Source: an optimization exercise on an open RTL-to-GDS flow (aim: small area, a short achievable clock period and few clock cycles per item). Production flows keep margins and buffers that such runs may drop.
The RTL was checked by simulation tests, not by an equivalence proof against the original design.
Power and IR drop assume default switching activity.

==> flow/design.v <==
package efsd_pkg;
    localparam logic RegActive = 1'b0;
    localparam logic RegLimit  = 1'b1;
    localparam logic [4:0]  ActiveReset = 5'd1;
    localparam logic [15:0] LimitReset  = 16'd20;
    localparam logic [31:0] TimeMax = 32'hFFFF_FFFF;
    typedef enum logic [4:0] {
        S_IDLE  = 5'b00001,
        S_SCAN  = 5'b00010,
        S_START = 5'b00100,
        S_SUM   = 5'b01000,
        S_DONE  = 5'b10000
    } t_state;
    typedef struct packed {
        logic [4:0]  active_servers;
        logic [15:0] wait_limit;
    } t_cfg;
    function automatic logic ahead(input logic [31:0] a, input logic [31:0] b,
                                   input logic tie);
        ahead = {a, 1'b0} < {b, tie};
    endfunction
endpackage
module efsd_cfg (
    input  logic                i_clk,
    input  logic                i_rst_n,
    input  logic                psel,
    input  logic                penable,
    input  logic                pwrite,
    input  logic [2:0]          paddr,
    input  logic [31:0]         pwdata,
    output logic [31:0]         prdata,
    output logic                pready,
    output efsd_pkg::t_cfg      o_cfg,
    output logic [15:0]         o_act       
);
    logic [4:0]  r_active;
    logic [15:0] r_limit;
    logic        wr_en;
    logic [15:0] r_act;
    logic [15:0] act_d;
    always_comb begin
        act_d[0] = 1'b1;
        for (int k = 1; k < 16; k++) begin
            act_d[k] = (pwdata[4:0] > 5'(k));
        end
    end
    assign wr_en  = psel & penable & pwrite;
    assign pready = 1'b1;
    always_ff @(posedge i_clk) begin
        if (!i_rst_n) begin
            r_active <= efsd_pkg::ActiveReset;
            r_limit  <= efsd_pkg::LimitReset;
            r_act    <= 16'd1;
        end else if (wr_en) begin
            unique case (paddr[2])
                efsd_pkg::RegActive: begin
                    r_active <= pwdata[4:0];
                    r_act    <= act_d;
                end
                efsd_pkg::RegLimit:  r_limit  <= pwdata[15:0];
                default: ;
            endcase
        end
    end
    always_comb begin
        unique case (paddr[2])
            efsd_pkg::RegActive: prdata = {27'd0, r_active};
            efsd_pkg::RegLimit:  prdata = {16'd0, r_limit};
            default:             prdata = 32'd0;
        endcase
    end
    assign o_cfg.active_servers = r_active;
    assign o_cfg.wait_limit     = r_limit;
    assign o_act                = r_act;
endmodule
module efsd_mem #(
    parameter int DEPTH = 16,
    parameter int AW    = 4
) (
    input  logic             i_clk,
    input  logic             i_rst_n,
    input  logic [DEPTH-1:0] i_act,       
    input  logic [DEPTH-1:0] i_win,       
    input  logic [DEPTH-1:0] i_skip,      
    input  logic             i_wr_en,     
    input  logic [31:0]      i_wr_data,   
    input  logic             i_wr_zero,   
    output logic [DEPTH-1:0] o_sel,       
    output logic [31:0]      o_rd_data,   
    output logic             o_sel_hi     
);
    logic [31:0]      r_mem [DEPTH];
    logic [DEPTH-1:0] r_valid;
    logic [DEPTH-1:0] r_ord [DEPTH];      
    logic [DEPTH-1:0] beats [DEPTH];      
    logic [DEPTH-1:0] below;              
    logic [DEPTH-1:0] bw;                 
    always_comb begin
        for (int k = 0; k < DEPTH; k++) begin
            for (int j = 0; j < DEPTH; j++) begin
                if (k < j) begin
                    beats[k][j] = r_ord[k][j];
                end else if (k > j) begin
                    beats[k][j] = ~r_ord[j][k];
                end else begin
                    beats[k][j] = 1'b1;
                end
            end
        end
    end
    always_comb begin
        for (int k = 0; k < DEPTH; k++) begin
            o_sel[k] = i_act[k] & ~i_skip[k];
            for (int j = 0; j < DEPTH; j++) begin
                if (j != k) begin
                    o_sel[k] = o_sel[k] & (~i_act[j] | i_skip[j] | beats[k][j]);
                end
            end
        end
    end
    always_comb begin
        o_rd_data = '0;
        for (int k = 0; k < DEPTH; k++) begin
            if (o_sel[k] & r_valid[k]) begin
                o_rd_data = o_rd_data | r_mem[k];
            end
        end
    end
    logic [DEPTH-1:0] bw_raw;             
    for (genvar k = 0; k < DEPTH; k++) begin : g_cmp
        efsd_cmp u_cmp (
            .i_a   (i_wr_data),
            .i_b   (r_mem[k]),
            .i_tie (below[k]),
            .o_lt  (bw_raw[k])
        );
    end
    always_comb begin
        for (int k = 0; k < DEPTH; k++) begin
            below[k] = 1'b0;
            for (int j = 0; j < k; j++) begin
                below[k] = below[k] | i_win[j];
            end
        end
        o_sel_hi = |(o_sel & below);
        for (int k = 0; k < DEPTH; k++) begin
            if (r_valid[k]) begin
                bw[k] = bw_raw[k];
            end else begin
                bw[k] = i_wr_zero & below[k];
            end
        end
    end
    always_ff @(posedge i_clk) begin
        for (int k = 0; k < DEPTH; k++) begin
            if (i_wr_en && i_win[k]) begin
                r_mem[k] <= i_wr_data;
            end
        end
    end
    always_ff @(posedge i_clk) begin
        if (!i_rst_n) begin
            r_valid <= '0;
            for (int i = 0; i < DEPTH; i++) begin
                r_ord[i] <= '1;
            end
        end else if (i_wr_en) begin
            r_valid <= r_valid | i_win;
            for (int i = 0; i < DEPTH; i++) begin
                for (int j = i + 1; j < DEPTH; j++) begin
                    if (i_win[i]) begin
                        r_ord[i][j] <= bw[j];
                    end else if (i_win[j]) begin
                        r_ord[i][j] <= ~bw[i];
                    end
                end
            end
        end
    end
endmodule
module efsd_cmp (
    input  logic [31:0] i_a,
    input  logic [31:0] i_b,
    input  logic        i_tie,
    output logic        o_lt
);
    logic [31:0] lt;
    logic [31:0] le;
    always_comb begin
        lt = ~i_a & i_b;
        le = ~i_a | i_b;
        for (int w = 16; w >= 1; w = w / 2) begin
            for (int i = 0; i < w; i++) begin
                lt[i] = lt[2*i+1] | (le[2*i+1] & lt[2*i]);
                le[i] = lt[2*i+1] | (le[2*i+1] & le[2*i]);
            end
        end
    end
    assign o_lt = lt[0] | (le[0] & i_tie);
endmodule
module efsd_add (
    input  logic [31:0] i_a,
    input  logic [15:0] i_b,
    output logic [31:0] o_sum
);
    logic [32:0] sum;
    assign sum   = {1'b0, i_a} + {17'd0, i_b};
    assign o_sum = sum[32] ? 32'hFFFF_FFFF : sum[31:0];
endmodule
module efsd_sub (
    input  logic [31:0] i_a,
    input  logic [31:0] i_b,
    output logic [31:0] o_diff
);
    assign o_diff = i_a - i_b;
endmodule
module efsd_cmp_fast (
    input  logic [31:0] i_a,
    input  logic [31:0] i_b,
    input  logic        i_tie,
    output logic        o_lt
);
    logic [7:0] lt;
    logic [7:0] eq;
    always_comb begin
        for (int g = 0; g < 8; g++) begin
            lt[g] = i_a[4*g +: 4] < i_b[4*g +: 4];
            eq[g] = i_a[4*g +: 4] == i_b[4*g +: 4];
        end
        for (int w = 4; w >= 1; w = w / 2) begin
            for (int i = 0; i < w; i++) begin
                lt[i] = lt[2*i+1] | (eq[2*i+1] & lt[2*i]);
                eq[i] = eq[2*i+1] & eq[2*i];
            end
        end
    end
    assign o_lt = lt[0] | (eq[0] & i_tie);
endmodule
module earliest_free_server_dispatch #(
    parameter int MAX_SERVERS = 16
) (
    input  logic        i_clk,
    input  logic        i_rst_n,
    input  logic        i_valid,
    output logic        o_stall,
    input  logic [31:0] i_arrival_time,
    input  logic [15:0] i_service_time,
    output logic        o_valid,
    input  logic        i_stall,
    output logic [3:0]  o_server_index,
    output logic [31:0] o_start_time,
    output logic [31:0] o_wait_time,
    output logic        o_over_limit,
    output logic [31:0] o_over_total,
    input  logic        psel,
    input  logic        penable,
    input  logic        pwrite,
    input  logic [2:0]  paddr,
    input  logic [31:0] pwdata,
    output logic [31:0] prdata,
    output logic        pready
);
    localparam int N = 16;
    efsd_pkg::t_cfg cfg;
    logic        r_in_full;
    logic [31:0] r_arrival;
    logic [15:0] r_service;
    logic [N-1:0] r_win;
    logic [N-1:0] r_skip;    
    logic [N-1:0] win_d;
    logic [31:0]  r_fb;
    logic         r_out_valid;
    logic [3:0]   r_out_index;
    logic [31:0]  r_out_start;
    logic [31:0]  r_out_wait;
    logic         r_out_over;
    logic [31:0]  r_total;
    logic         accept;
    logic         go;
    logic [N-1:0] act;
    logic [N-1:0] skip;
    logic [N-1:0] sel;
    logic         sel_hi;
    logic [31:0]  f2;
    logic [31:0]  diff;
    logic         late;
    logic         r_late;
    logic         new_lt;
    logic         f2_lt;
    logic [31:0]  sum_a;
    logic [31:0]  sum_f;
    logic [31:0]  start;
    logic [31:0]  wait_t;
    logic [31:0]  end_t;
    logic         over;
    logic         newb;
    logic         newb_lt;
    logic [3:0]   idx;
    efsd_cfg u_cfg (
        .i_clk   (i_clk),
        .i_rst_n (i_rst_n),
        .psel    (psel),
        .penable (penable),
        .pwrite  (pwrite),
        .paddr   (paddr),
        .pwdata  (pwdata),
        .prdata  (prdata),
        .pready  (pready),
        .o_cfg   (cfg),
        .o_act   (act)
    );
    assign skip = r_skip;
    efsd_mem #(
        .DEPTH (N),
        .AW    (4)
    ) u_mem (
        .i_clk     (i_clk),
        .i_rst_n   (i_rst_n),
        .i_act     (act),
        .i_win     (r_win),
        .i_skip    (skip),
        .i_wr_en   (r_in_full),
        .i_wr_data (end_t),
        .i_wr_zero ((r_fb == 32'd0) && (r_arrival == 32'd0) && (r_service == 16'd0)),
        .o_sel     (sel),
        .o_rd_data (f2),
        .o_sel_hi  (sel_hi)
    );
    assign go      = r_in_full & (~r_out_valid | ~i_stall);
    assign o_stall = r_in_full & r_out_valid & i_stall;
    assign accept  = i_valid & ~o_stall;
    efsd_cmp_fast u_cmp_new_late (
        .i_a   (end_t),
        .i_b   (i_arrival_time),
        .i_tie (1'b0),
        .o_lt  (new_lt)
    );
    efsd_cmp_fast u_cmp_f2_late (
        .i_a   (f2),
        .i_b   (i_arrival_time),
        .i_tie (1'b0),
        .o_lt  (f2_lt)
    );
    always_ff @(posedge i_clk) begin
        if (accept) begin
            if (r_in_full && newb) begin
                r_late <= new_lt;
            end else begin
                r_late <= f2_lt;
            end
        end
    end
    assign late = r_late;
    efsd_sub u_sub (
        .i_a    (r_fb),
        .i_b    (r_arrival),
        .o_diff (diff)
    );
    efsd_add u_add_a (
        .i_a   (r_arrival),
        .i_b   (r_service),
        .o_sum (sum_a)
    );
    efsd_add u_add_f (
        .i_a   (r_fb),
        .i_b   (r_service),
        .o_sum (sum_f)
    );
    assign start  = late ? r_arrival : r_fb;
    assign wait_t = late ? 32'd0 : diff[31:0];
    assign end_t  = late ? sum_a : sum_f;
    assign over   = ~late & ((|diff[31:16]) | (diff[15:0] > cfg.wait_limit));
    efsd_cmp_fast u_cmp_newb (
        .i_a   (end_t),
        .i_b   (f2),
        .i_tie (sel_hi),
        .o_lt  (newb_lt)
    );
    assign newb = ~act[1] | newb_lt;
    assign win_d = (!r_in_full || (go && !newb)) ? sel : r_win;
    always_ff @(posedge i_clk) begin
        if (!i_rst_n) begin
            r_skip <= '0;
        end else if (accept || (r_in_full && !go)) begin
            r_skip <= win_d;
        end else begin
            r_skip <= '0;
        end
    end
    always_ff @(posedge i_clk) begin
        if (!r_in_full || (go && !newb)) begin
            r_win <= sel;
            r_fb  <= f2;
        end else if (go) begin
            r_fb <= end_t;
        end
    end
    always_comb begin
        idx = '0;
        for (int k = 0; k < N; k++) begin
            if (r_win[k]) begin
                idx = idx | 4'(k);
            end
        end
    end
    always_ff @(posedge i_clk) begin
        if (!i_rst_n) begin
            r_in_full <= 1'b0;
        end else begin
            r_in_full <= accept | (r_in_full & ~go);
        end
    end
    always_ff @(posedge i_clk) begin
        if (accept) begin
            r_arrival <= i_arrival_time;
            r_service <= i_service_time;
        end
    end
    always_ff @(posedge i_clk) begin
        if (!i_rst_n) begin
            r_total     <= '0;
            r_out_valid <= 1'b0;
        end else begin
            r_out_valid <= go | (r_out_valid & i_stall);
            if (go && over && (r_total != efsd_pkg::TimeMax)) begin
                r_total <= r_total + 32'd1;
            end
        end
    end
    always_ff @(posedge i_clk) begin
        if (go) begin
            r_out_index <= idx;
            r_out_start <= start;
            r_out_wait  <= wait_t;
            r_out_over  <= over;
        end
    end
    assign o_valid        = r_out_valid;
    assign o_server_index = r_out_index;
    assign o_start_time   = r_out_start;
    assign o_wait_time    = r_out_wait;
    assign o_over_limit   = r_out_over;
    assign o_over_total   = r_total;
endmodule
==> flow/run.sh <==
#!/bin/bash
# synth_recipe.tcl (not shown) runs the flow's synth.tcl, then flattens the netlist and writes it again
# the make line also repeats each setting of config.mk as NAME=value (left out here)
make -C /OpenROAD-flow-scripts/flow DESIGN_CONFIG=/design/flow/config.mk WORK_HOME=/design/flow/orfs CLKGATE_MAP_FILE= SYNTH_SCRIPT=/design/flow/synth_recipe.tcl finish
==> flow/config.mk <==
export PLATFORM = sky130hd
export DESIGN_NAME = earliest_free_server_dispatch
export DESIGN_NICKNAME = earliest_free_server_dispatch
export VERILOG_FILES = /design/flow/design.v
export SDC_FILE = /design/flow/constraint.sdc
export NUM_CORES = 4
export LEC_CHECK = 0
export CAP_MARGIN = 20
export CORE_MARGIN = 2
export CORE_UTILIZATION = 50
export CTS_BUF_LIST = sky130_fd_sc_hd__clkbuf_8
export SETUP_SLACK_MARGIN = 3.5
export SLEW_MARGIN = 20
export SYNTH_HIERARCHICAL = 1
export TNS_END_PERCENT = 0
==> flow/constraint.sdc <==
create_clock -name core_clock -period 8.0 [get_ports {i_clk}]
set_input_delay 1.6000 -clock core_clock [delete_from_list [all_inputs] [get_ports {i_clk}]]
set_output_delay 1.6000 -clock core_clock [all_outputs]
set_load 0.01 [all_outputs]
==> run notes <==
## worst max-delay path by stage
stage,startpoint,end,slack [ns],cells after the start
after CTS,r_service[0],u_mem.r_ord[9][12],2.53,25
after floorplan,r_service[0],r_fb[10],2.95,21
final,r_skip[14],r_fb[0],2.32,23
after global routing,r_service[1],u_mem.r_ord[3][10],2.30,22
after global placement,u_cfg.r_act[15],r_fb[31],0.86,19
after detailed placement,u_cfg.r_act[15],r_skip[8],0.87,20
## metrics by stage
step           cells  power (mW)
2_1_floorplan   5797        7.43
3_3_place_gp    7386        8.44
3_5_place_dp    7386        8.49
4_1_cts         7841        13.3
5_1_grt         7867        13.9
6_report        7870        13.5
## flip-flops by register name, summed over array words and instances (netlist names)
| name | cells |
|---|---|
| u_cfg.r_act | 15 |
| u_cfg.r_active | 5 |
| r_arrival | 32 |
| r_service | 16 |
| r_skip | 16 |
| u_mem.r_mem | 512 |
| u_mem.r_valid | 16 |
| r_out_over | 1 |
| u_cfg.r_limit | 16 |
| r_out_wait | 32 |
| r_late | 1 |
| r_fb | 32 |
| r_out_valid | 1 |
| r_win | 16 |
| r_in_full | 1 |
| r_out_index | 4 |
| r_out_start | 32 |
| r_total | 32 |
| u_mem.r_ord | 120 |
## cells by family (layout without fill, tap and decap cells)
family	count (synthesis)	in the layout
other cells	4	25
compound gates	1304	1304
mux	150	171
fa+ha+maj	563	563
simple gates	2004	2004
xor+xnor	76	76
flops	900	900
buf+inv	779	1327
## cell type report
cell class	count	area (µm²)	share of cell area [%]
clock buffers	184	2530	3.74
inverters	530	1990	2.93
clock inverters	120	742	1.09
diodes	4	10.0	0.0148
well taps	1500	1880	2.77
repair buffers	493	4670	6.89
flip-flops and latches	900	24700	36.4
multi-input cells	4139	31300	46.1
## worst max-delay path, delay by kind of cell, from the launching register on
| family | cells | cell delay [ns] |
|---|---|---|
| muxes | 1 | 0.34 |
| AOI/OAI and AO/OA | 4 | 0.60 |
| buffers and inverters | 7 | 1.08 |
| adders and majority gates | 1 | 0.31 |
| DFF | 1 | 0.52 |
| and+or+nand+nor | 10 | 2.43 |
## routing by layer
metal	track usage (%)	up-vias	wire, µm	part of all wire [%]
met5	0	-	63	0.026
met4	22.0	10	14900	6.2
met3	9.30	726	25800	11
met2	61.9	3149	106000	44
met1	52.0	25238	93100	39
li1	-	22387	-	-
## Yosys stat by module (local to each module, per instance), a selection
module | flip-flops and latches | area (µm²) | cells | copies in the design
efsd_cmp_fast | 0 | 825 | 115 | 3
efsd_add | 0 | 1320 | 204 | 2
efsd_sub | 0 | 1820 | 265 | 1
efsd_cmp | 0 | 722 | 110 | 16
efsd_cfg | 36 | 1750 | 200 | 1
earliest_free_server_dispatch | 216 | 9340 | 681 | 1
## what timing repair did
item | in CTS | in global routing
pin swaps | 81 | 22
endpoints found under the setup margin | 241 | 235
gates resized for setup | 442 | 41
gates cloned | 24 | 3
setup buffers | 127 | 20
## power breakdown
group          leakage, nW  switching [mW]  total, mW  internal [mW]
logic                 15.6            2.20       3.54           1.35
registers             8.08           0.135       5.38           5.25
clock network         1.90            2.18       4.54           2.35
total                 25.5            4.52       13.5           8.95
## cell usage in the layout, fill, tap and decap left out, types with 100 or more instances in the layout
master           instances
a21oi_1                235
buf_4                  245
clkbuf_8               184
clkdlybuf4s50_1        189
dfxtp_1                210
edfxtp_1               662
ha_1                   163
inv_1                  549
maj3_1                 224
maj3_2                 160
nand2_1                402
nand2b_1               279
nor2_1                 206
nor2b_1                277
nor3_1                 100
o21ai_0                157
==> impl_metrics.json <==
{
  "status": "finished clean",
  "fin_hold_ws_ns": 0.459,
  "dpl.hpwl_um": 161000,
  "setup_slack_ns": 2.32,
  "grt_pass1_wl_um": 340000,
  "cts.path.max_buffers": 3,
  "initial_core_util_pct": 50.5,
  "min_path_cells": 2,
  "synthFlopType": "edfxtp_1",
  "synthXorXnorAreaFrac_pct": 1.17,
  "critical_path.cell_chain": "nand2b_2 > a2bb2oi_1 > nand4_1 > nor4_1 > buf_4 > and2_1 > buf_12 > a222oi_1 > nand4_1 > buf_4 > inv_1 > ha_1 > nand4_1 > or2_1 > or3_4 > nand3b_1 > o2111ai_2 > o21ai_2 > nand2_2 > buf_6 > buf_12 > buf_16 > mux2_2",
  "nNetsFinal": 6498,
  "place_congestion": 1.02,
  "post-route-period-util_pct": 71.0,
  "hold_viol": 0,
  "p_leak_nw": 25.5,
  "place_ws_ns": 0.869,
  "skew_ns": 0.0384,
  "place_area_um2": 60900,
  "yosysMostFrequentCell": "edfxtp_1",
  "ys_types": 118,
  "yosysWarnings": 17,
  "clk_pin_slew_ns": 0.06,
  "yosys.area.top_type": "edfxtp_1",
  "die_y_um": 341,
  "r2r_slack_ns": 2.32,
  "drive_above_1_share_pct": 19.8,
  "crit_fanout": 32,
  "netlist_area_um2": 56900,
  "htree_levels": 4,
  "num_vias": 51510,
  "slew_viol_final": 0,
  "die_area_um2": 117000,
  "synthTopCellsByArea": "edfxtp_1 (35%), dfxtp_1 (8.4%), maj3_1 (3.9%)",
  "port_buffers": 190,
  "area_growth_pct": 19.1,
  "ios": 226,
  "yosys-top-cells-count": "edfxtp_1 (662), inv_1 (503), nand2_1 (413), nand2b_1 (286), nor2b_1 (283)",
  "min_period_ns": 5.68,
  "grt_max_degree": 91,
  "async_reset_ff_share_pct": 0,
  "fill_cells": 9741,
  "reg2reg_depth": 23,
  "wl_per_cell_um": 30.4,
  "seq_area_frac_synth_pct": 43.3,
  "grt_overflow": 0,
  "antenna_left": 0,
  "r2r_start": "r_skip[14]",
  "muxShareOfSynthArea_pct": 2.93,
  "ir_worst_vdd_v": 0.000131,
  "setup_viol": 0,
  "slew_headroom_pct": 26.6,
  "max_stage_delay_ns": 0.52,
  "r2r-end": "r_fb[0]",
  "synth_top_family_by_area": "simple AND/OR/NAND/NOR gates",
  "worstSetupPathType": "reg -> reg",
  "synth_simple_gate_area_share_pct": 19.8,
  "grt_pass1_vias": 48610,
  "crit_slowest_cell": "dfxtp_2",
  "netlist.area_leader.share_pct": 34.9,
  "critical_path_arrival_ns": 6.29,
  "crit_top_cell": "nand4_1",
  "drt_iter0_markers": 6770,
  "synthCells": 5780,
  "drt_first_pass_iters": 8,
  "rows": 123,
  "ys_seq_elements": 900,
  "cp-end-kind": "flip-flop",
  "tns_ns": 0,
  "synth_area_per_cell_um2": 9.85,
  "core_area_um2": 113000,
  "hp-class": "reg -> reg",
  "fin_area_um2": 67800,
  "clk_root_buffer_cell": "clkbuf_8",
  "fmax_mhz": 176,
  "min_to": "u_cfg.r_active[2]",
  "postCtsHoldBufs": 0,
  "grt_use_total_pct": 40.1,
  "required_ns": 8.61,
  "cts-buffers-inserted": 165,
  "wl_um": 240000,
  "synth_compound_area_share_pct": 16.1,
  "max_slew.worst_pin.slew_ns": 1.07,
  "cap_violations": 0,
  "grt_antenna_before_repair": 14,
  "synth_edf_count": 662,
  "vias_per_cell": 6.55,
  "rsz0062_at_grt": "true",
  "drc_errors": 0,
  "setup.worst_path.start_class": "flip-flop",
  "power_density_nw_per_um2": 199,
  "die_x_um": 341,
  "utilization_pct": 60.2,
  "clock_latency_ns": 0.90,
  "cts_tree": "yes",
  "synthAdderAreaFrac_pct": 11.1,
  "clock-sinks": 900,
  "hold_start": "u_cfg.r_active[2]"
}
Testbench counts, summed over its fixed seeds: cycles 12,032, items 12,000.

-- re-timing with driven ports --
Ports are ideal in the flow. The routed layout listed here was re-timed in OpenROAD.
Step 1 assumes that a clkbuf_16 drives the clock port and a buf_2 every other input.
Step 2 also shifts input and output timing later by t, the mid clock arrival at the registers, as if the neighbouring blocks saw the same clock.
Three values: no drivers, after step 1, after step 2; two values: the first two.
t (ns): 0.946
setup WS [ns]: 2.317 / 2.317 / 2.317
worst register clock-pin slew, ns: 0.07 / 0.07
worst slew at a driven data input, ns: 0.08
After both steps this run still meets setup and hold. The setup slack of this run moves by 0.000 ns with the drivers and by 0.000 ns with both steps.
